Background: an optimization exercise with open tools, aiming at small area, a short achievable clock period and few clock cycles. Do not read the settings as production practice.
Function was checked by simulation only, so behaviour that the tests miss may differ from the original.
No activity file was given, so power comes from the tool's default toggle rates.

[run.sh]
#!/bin/bash
# synth_recipe.tcl (not shown) runs the flow's synth.tcl, then flattens the netlist and writes it again
# the make line also repeats each setting of config.mk as NAME=value (left out here)
make -C /OpenROAD-flow-scripts/flow DESIGN_CONFIG=/design/flow/config.mk WORK_HOME=/design/flow/orfs CLKGATE_MAP_FILE= SYNTH_SCRIPT=/design/flow/synth_recipe.tcl finish
[config.mk]
export PLATFORM = sky130hd
export DESIGN_NAME = alu_mc
export DESIGN_NICKNAME = alu_mc
export VERILOG_FILES = /design/flow/design.v
export SDC_FILE = /design/flow/constraint.sdc
export NUM_CORES = 4
export LEC_CHECK = 0
export CAP_MARGIN = 20
export CORE_MARGIN = 2
export CORE_UTILIZATION = 40
export SLEW_MARGIN = 20
[constraint.sdc]
create_clock -name core_clock -period 6.5 [get_ports {clk}]
set_input_delay 1.3000 -clock core_clock [delete_from_list [all_inputs] [get_ports {clk}]]
set_output_delay 1.3000 -clock core_clock [all_outputs]
set_load 0.01 [all_outputs]
[design.v]
module mdu_iter (
   input  logic        clk,
   input  logic        rstn,
   input  logic        start,
   input  logic        is_div,
   input  logic        is_sgn,
   input  logic [31:0] a,
   input  logic [31:0] b,
   output logic        run,
   output logic        fin,
   output logic [31:0] hi_q,
   output logic [31:0] lo_q
);
   logic [31:0] b_q;
   logic [3:0]  cnt_q;
   logic        run_q, fix_q, div_q, sgn_q, negq_q, negr_q;
   logic        last, a_neg, b_neg;
   logic [31:0] m_hi, m_lo, d_hi, d_lo, h1, l1;
   logic        ge0, ge1;
   logic [33:0] t0, t1;
   logic [34:0] hx, bx, pp0, pp1, s;
   logic        sub1;
   assign run   = run_q;
   assign last  = (cnt_q == 4'd15);
   assign fin   = (run_q && last && !(div_q && (negq_q || negr_q))) || fix_q;
   assign a_neg = is_div && is_sgn && a[31];
   assign b_neg = is_div && is_sgn && b[31];
   always_comb begin
      hx   = sgn_q ? {{3{hi_q[31]}}, hi_q} : {3'b000, hi_q};
      bx   = sgn_q ? {{3{b_q[31]}}, b_q} : {3'b000, b_q};
      pp0  = lo_q[0] ? bx : '0;
      pp1  = lo_q[1] ? {bx[33:0], 1'b0} : '0;
      sub1 = sgn_q && last;
      s    = hx + pp0 + (sub1 ? ~pp1 : pp1) + 35'(sub1);
      m_hi = s[33:2];
      m_lo = {s[1:0], lo_q[31:2]};
   end
   always_comb begin
      t0   = {1'b0, hi_q, lo_q[31]} - {2'b00, b_q};
      ge0  = !t0[33];
      h1   = ge0 ? t0[31:0] : {hi_q[30:0], lo_q[31]};
      l1   = {lo_q[30:0], ge0};
      t1   = {1'b0, h1, l1[31]} - {2'b00, b_q};
      ge1  = !t1[33];
      d_hi = ge1 ? t1[31:0] : {h1[30:0], l1[31]};
      d_lo = {l1[30:0], ge1};
   end
   always_ff @(posedge clk) begin
      if (start) begin
         b_q   <= b_neg ? -b : b;
         div_q <= is_div;
         sgn_q <= is_sgn;
         negr_q <= a_neg;
         negq_q <= (a_neg ^ b_neg) && (b != '0);
      end
   end
   always_ff @(posedge clk or negedge rstn) begin
      if (!rstn) begin
         hi_q  <= '0;
         lo_q  <= '0;
         cnt_q <= '0;
         run_q <= 1'b0;
         fix_q <= 1'b0;
      end else if (start) begin
         hi_q  <= '0;
         lo_q  <= a_neg ? -a : a;
         cnt_q <= '0;
         run_q <= 1'b1;
         fix_q <= 1'b0;
      end else if (fix_q) begin
         hi_q  <= negr_q ? -hi_q : hi_q;
         lo_q  <= negq_q ? -lo_q : lo_q;
         run_q <= 1'b0;
         fix_q <= 1'b0;
      end else if (run_q) begin
         hi_q  <= div_q ? d_hi : m_hi;
         lo_q  <= div_q ? d_lo : m_lo;
         cnt_q <= cnt_q + 4'd1;
         if (last) begin
            if (div_q && (negq_q || negr_q)) fix_q <= 1'b1;
            else                             run_q <= 1'b0;
         end
      end
   end
endmodule
module alu_mc #(
   parameter int unsigned WIDTH = 32,
   parameter int unsigned CNT_W = $clog2(WIDTH + 1)
) (
   input  logic             clk,
   input  logic             rstn,
   input  logic             in_valid,
   output logic             in_ready,
   input  logic [4:0]       ALUOp,
   input  logic [WIDTH-1:0] A,
   input  logic [WIDTH-1:0] B,
   input  logic [4:0]       shamt,
   input  logic             flush,
   output logic             out_valid,
   output logic [WIDTH-1:0] C,
   output logic             zero,
   output logic             ovf,
   output logic             busy
);
   localparam logic [4:0] ALUOp_LUI   = 5'd1;
   localparam logic [4:0] ALUOp_ADD   = 5'd2;
   localparam logic [4:0] ALUOp_SUB   = 5'd3;
   localparam logic [4:0] ALUOp_AND   = 5'd4;
   localparam logic [4:0] ALUOp_OR    = 5'd5;
   localparam logic [4:0] ALUOp_SLT   = 5'd6;
   localparam logic [4:0] ALUOp_SLTU  = 5'd7;
   localparam logic [4:0] ALUOp_ADDU  = 5'd8;
   localparam logic [4:0] ALUOp_SUBU  = 5'd9;
   localparam logic [4:0] ALUOp_XOR   = 5'd10;
   localparam logic [4:0] ALUOp_NOR   = 5'd11;
   localparam logic [4:0] ALUOp_SLL   = 5'd12;
   localparam logic [4:0] ALUOp_SRL   = 5'd13;
   localparam logic [4:0] ALUOp_SRA   = 5'd14;
   localparam logic [4:0] ALUOp_EQL   = 5'd15;
   localparam logic [4:0] ALUOp_NE    = 5'd16;
   localparam logic [4:0] ALUOp_MULT  = 5'd17;
   localparam logic [4:0] ALUOp_MULTU = 5'd18;
   localparam logic [4:0] ALUOp_DIV   = 5'd19;
   localparam logic [4:0] ALUOp_DIVU  = 5'd20;
   localparam logic [4:0] ALUOp_MFHI  = 5'd21;
   localparam logic [4:0] ALUOp_MFLO  = 5'd22;
   logic             vld_q, mdu_q;
   logic [31:0]      c_q, hi_q, lo_q;
   logic             zero_q, ovf_q;
   logic             run, acc, op_mdu, op_div, op_sgn;
   logic [31:0]      sum, diff, alu_res;
   logic             alu_zero, alu_ovf, mdu_fin;
   assign op_mdu = (ALUOp == ALUOp_MULT) || (ALUOp == ALUOp_MULTU) ||
                   (ALUOp == ALUOp_DIV)  || (ALUOp == ALUOp_DIVU);
   assign op_div = (ALUOp == ALUOp_DIV) || (ALUOp == ALUOp_DIVU);
   assign op_sgn = (ALUOp == ALUOp_MULT) || (ALUOp == ALUOp_DIV);
   assign in_ready  = !run;
   assign acc       = in_valid && !run && !flush;
   assign out_valid = vld_q && !flush;
   assign busy      = mdu_q;
   assign C         = mdu_q ? lo_q : c_q;
   assign zero      = mdu_q ? (lo_q == '0) : zero_q;
   assign ovf       = ovf_q && !mdu_q;
   mdu_iter u_mdu (
      .clk     (clk),
      .rstn    (rstn),
      .start   (acc && op_mdu),
      .is_div  (op_div),
      .is_sgn  (op_sgn),
      .a       (A),
      .b       (B),
      .run     (run),
      .fin     (mdu_fin),
      .hi_q    (hi_q),
      .lo_q    (lo_q)
   );
   assign sum  = A + B;
   assign diff = A - B;
   always_comb begin
      alu_res = '0;
      alu_ovf = 1'b0;
      case (ALUOp)
         ALUOp_ADD: begin
            alu_res = sum;
            alu_ovf = (A[31] == B[31]) && (sum[31] != A[31]);
         end
         ALUOp_SUB: begin
            alu_res = diff;
            alu_ovf = (A[31] != B[31]) && (diff[31] != A[31]);
         end
         ALUOp_ADDU: alu_res = sum;
         ALUOp_SUBU: alu_res = diff;
         ALUOp_AND:  alu_res = A & B;
         ALUOp_OR:   alu_res = A | B;
         ALUOp_XOR:  alu_res = A ^ B;
         ALUOp_NOR:  alu_res = ~(A | B);
         ALUOp_SLT:  alu_res = 32'($signed(A) < $signed(B));
         ALUOp_SLTU: alu_res = 32'(A < B);
         ALUOp_LUI:  alu_res = B << 16;
         ALUOp_SLL:  alu_res = B << shamt;
         ALUOp_SRL:  alu_res = B >> shamt;
         ALUOp_SRA:  alu_res = 32'($signed(B) >>> shamt);
         ALUOp_MFHI: alu_res = hi_q;
         ALUOp_MFLO: alu_res = lo_q;
         default:    alu_res = '0;
      endcase
      if (ALUOp == ALUOp_EQL)     alu_zero = (A == B);
      else if (ALUOp == ALUOp_NE) alu_zero = (A != B);
      else                        alu_zero = (alu_res == '0);
   end
   always_ff @(posedge clk) begin
      c_q    <= alu_res;
      zero_q <= alu_zero;
      ovf_q  <= alu_ovf;
   end
   always_ff @(posedge clk or negedge rstn) begin
      if (!rstn) begin
         vld_q <= 1'b0;
         mdu_q <= 1'b0;
      end else begin
         vld_q <= (acc && !op_mdu) || (mdu_q && mdu_fin && !flush);
         mdu_q <= (acc && op_mdu) || (mdu_q && !flush && !vld_q);
      end
   end
endmodule
==> summary.txt <==
==> synthesized netlist by cell type (all sizes together), types with 24 or more instances <==
master  number  area [sq um]
a21oi      238          1191
dfrtp       72          1802
and3        36         225.2
buf         68         340.3
dfxtp       34         680.7
nor2b       36         225.2
nand2      346          1299
a221oi      24         216.5
o21ai      245          1226
nand3      104         525.5
xnor2      169          1480
o211ai      51         382.9
fa          37         740.7
a21o        58         435.4
nand2b      36         225.2
a211oi      55         417.9
ha         198          2477
edfxtp      36          1081
a31oi       36         225.2
mux2i      103          1031
nor2       239         897.1
inv        259         972.2
nor3       108         550.5
o31ai       39         292.8
nand4       36         225.2
xor2        47         411.6
a22oi       46         345.3
mux2        52         585.6
clkbuf     187         701.9
or3         37         231.5
nor4        42         262.8
mux4        63          1441
==> stage by stage <==
step,TNS (ns),instance area (sq um),hold slack (ns)
2_1_floorplan,0,26280,0.4272
3_3_place_gp,-0.1570,30940,0.4310
3_5_place_dp,-0.1904,30940,0.4463
4_1_cts,0,31500,0.4568
5_1_grt,0,31520,0.5041
6_report,0,31520,0.4573
==> logic make-up (layout without fill, tap and decap cells) <==
logic type      after synthesis  after routing  synth area share, %
compound gates             1058           1058                26.78
xor+xnor                    216            216                7.198
fa+ha+maj                   235            235                12.24
buf+inv                     517            848                7.708
flops                       142            142                13.56
mux                         218            218                11.64
simple gates               1127           1127                20.87
==> final cells by class <==
type                       count  area [sq um]  area share [%]
multi-input combinational   2854         20780           65.91
timing repair buffer         554          4572           14.50
sequential                   142          3566           11.31
tap                          855          1070           3.394
inverter                     262         983.4           3.120
clock buffer                  18         429.2           1.361
clock inverter                14         125.1          0.3969
==> layer usage <==
metal / GRT usage (%) / vias up
li1: - / 13600
met1: 50.54 / 14650
met2: 65.37 / 1544
met3: 7.003 / 420
met4: 26.52 / 2
met5: 0 / -
==> layout by cell type, fill, tap and decap left out, drive strengths merged, types with 42 or more instances in the layout <==
cell / netlist / final
buf: 68 / 446
a21o: 58 / 58
nor2: 239 / 239
nand3: 104 / 104
clkdlybuf4s50: 0 / 108
a21oi: 238 / 238
mux2: 52 / 52
mux4: 63 / 63
xnor2: 169 / 169
o211ai: 51 / 51
xor2: 47 / 47
nand2: 346 / 346
inv: 259 / 267
mux2i: 103 / 103
a22oi: 46 / 46
o21ai: 245 / 245
dfrtp: 72 / 72
ha: 198 / 198
a211oi: 55 / 55
nor3: 108 / 108
nor4: 42 / 42
==> registers in the layout (all words and copies together), names as in the netlist, 4 cells and up <==
register     flops
c_q             32
u_mdu.b_q       32
u_mdu.hi_q      32
u_mdu.lo_q      32
u_mdu.cnt_q      4
==> report_power, final <==
| group | total (mW) | switching (mW) | leakage [nW] | internal [mW] |
|---|---|---|---|---|
| Combinational | 9.83 | 5.75 | 11.9 | 4.08 |
| Clock | 0.977 | 0.476 | 0.270 | 0.501 |
| Sequential | 1.53 | 0.365 | 1.50 | 1.16 |
| Total | 12.3 | 6.59 | 13.7 | 5.75 |
==> path summary, 6_finish.rpt <==
kind | endpoint | slack, ns
min in group asynchronous | u_mdu.lo_q[10] | 0.77
max | zero_q | 0.17
max in group asynchronous | u_mdu.hi_q[30] | 4.72
max reg2reg | u_mdu.hi_q[0] | 0.40
min reg2reg | mdu_q | 0.46
min | mdu_q | 0.46
==> worst max-delay path, cell delays in order <==
cell and delay (ns):
clkdlybuf4s50_1 0.54, inv_1 0.15, ha_1 0.35, buf_4 0.17, and3_1 0.17, a211o_1 0.36, a221oi_1 1.03, nor4_1 0.20
buf_4 0.21, and3_1 0.17, a211oi_1 0.22, xnor2_1 0.10, a211o_1 0.31, or4b_1 0.63, or4_1 0.57, o41ai_2 0.20
==> flow_summary.yaml <==
outcome:
  outcome: "finished clean"
die:
  die_h_microns: 260.3
  io_pins: 115
  die-area_sq_mm: 0.06777
  die_w_microns: 260.3
  coreArea_sq_mm: 0.06470
  rows: 93
  initial_utilization_pct: 40.62
critical_path:
  worstSetupPathType: "primary input to register"
  cp-startpoint: "B[3]"
  worstPathMaxFanout: 5
  r2r-start: "u_mdu.lo_q[31]"
  critPathCaptureType: "register"
  worst_ep_required_time_ns: 6.88
  r2r_cells: 28
  start_kind: "primary input"
  arrival_ns: 6.71
cts:
  htreeDepth: 4
  numCtsBuffers: 17
  post_cts_buffers: 0
  cts-root-buf: "clkbuf_16"
  clock-sinks: 142
  cts_buffer_depth: 2
  holdBufCountCts: 0
  clk_pin_slew_ns: 0.07
  post_cts_resize_count: 0
  cts_tree: "built"
  clock_latency_ns: 0.48
yosys:
  synth_edf_count: 36
  syn-instance-count: 3513
  syn_nets: 3826
  yosys_warnings: 2
  synthArstFlopShare_pct: 50.70
  synth_top_flop_cell: "dfrtp_1"
  yosys.cell_types.count: 97
  ys_seq_elements: 142
  synth.avg_cell_area_sq_um: 7.481
  syn_area_sq_mm: 0.02628
  synth_seq_area_share_pct: 13.56
timing:
  finClkSkew_ns: 0.02076
  finalHoldViolations: 0
  post-route-period-util_pct: 97.42
  drv_slew: 0
  layout_min_cycle_time_ns: 6.332
  layout_setup_ws_ns: 0.1679
  rsz0062_at_grt: "no"
  worst_pin_slew_ns: 1.245
  slew_headroom_pct: 16.97
  fmax_ghz: 0.1579
  finalSetupViolations: 0
finish:
  finish.net_count: 4144
  fillers: 6614
  antennaDiodeCount: 0
  drive_above_1_share_pct: 16.57
  final_cells: 4699
  area_delta_synth_final_pct: 19.94
  final_core_util_pct: 48.72
hold_path:
  hold_class: "register to register"
  min_from: "vld_q"
  whs_path_depth: 1
routing:
  wl_met2_microns: 62610
  route.met3.wl_microns: 10750
  drt_iter0_drc: 3213
  antenna_left: 0
  routed_wl_microns: 139700
  drc: 0
  detail_route.wl_per_cell_microns: 29.73
  wl_met1_microns: 55650
  vias: 30210
  firstDrtPassIters: 6
  routed_via_density: 6.429
  highest_layer: "met5"
global_route:
  grt_start_max_net_pins: 70
  antenna_found_initial: 1
  grt_remaining_overflow: 0
  grt.total_usage_pct: 40.78
  grt_pass1_vias: 29440
  grt_pass1_wl_microns: 201900
placement:
  numPortBuffers: 114
  place.gp.congestion: 1.060
  dp.final_hpwl_microns: 114400
  dp.cells: 4667
  pre_cts_slack_ns: -0.1904
power_and_ir_drop:
  power_mw: 12.34
  ir_worst_vdd_mv: 0.2959
  power_density_mw_per_mm2: 391.4
  leakage_nw: 13.72
flow_run:
  cap_violations: 0
Testbench counts, summed over its fixed seeds: cycles 10,841.

-- what the ideal ports hide --
No port has a modelled driver above. Below, the same layout with a new extraction and two added sets of constraints. Step 1 (the two cells are an assumption about what drives the block):
set clk [get_ports {clk}]
set_driving_cell -lib_cell sky130_fd_sc_hd__clkbuf_16 $clk
set_driving_cell -lib_cell sky130_fd_sc_hd__buf_2 [delete_from_list [all_inputs] $clk]
Step 2 moves the port delays by t, midway between the first and last clock arrival at a register: inputs arrive t later, outputs are due t later. That takes back most of the time a late clock gives input paths. Slacks: ideal ports / drivers / drivers and shift; pairs: ideal ports / drivers.
shift t [ns]: 0.536
setup slack, ns: 0.168 / 0.213 / -0.322
worst setup path after step 2: input to register
With both steps, setup timing fails in this run, where it was met with ideal ports. For this run, drivers alone change the setup slack by +0.045 ns; drivers and shift together by -0.490 ns.
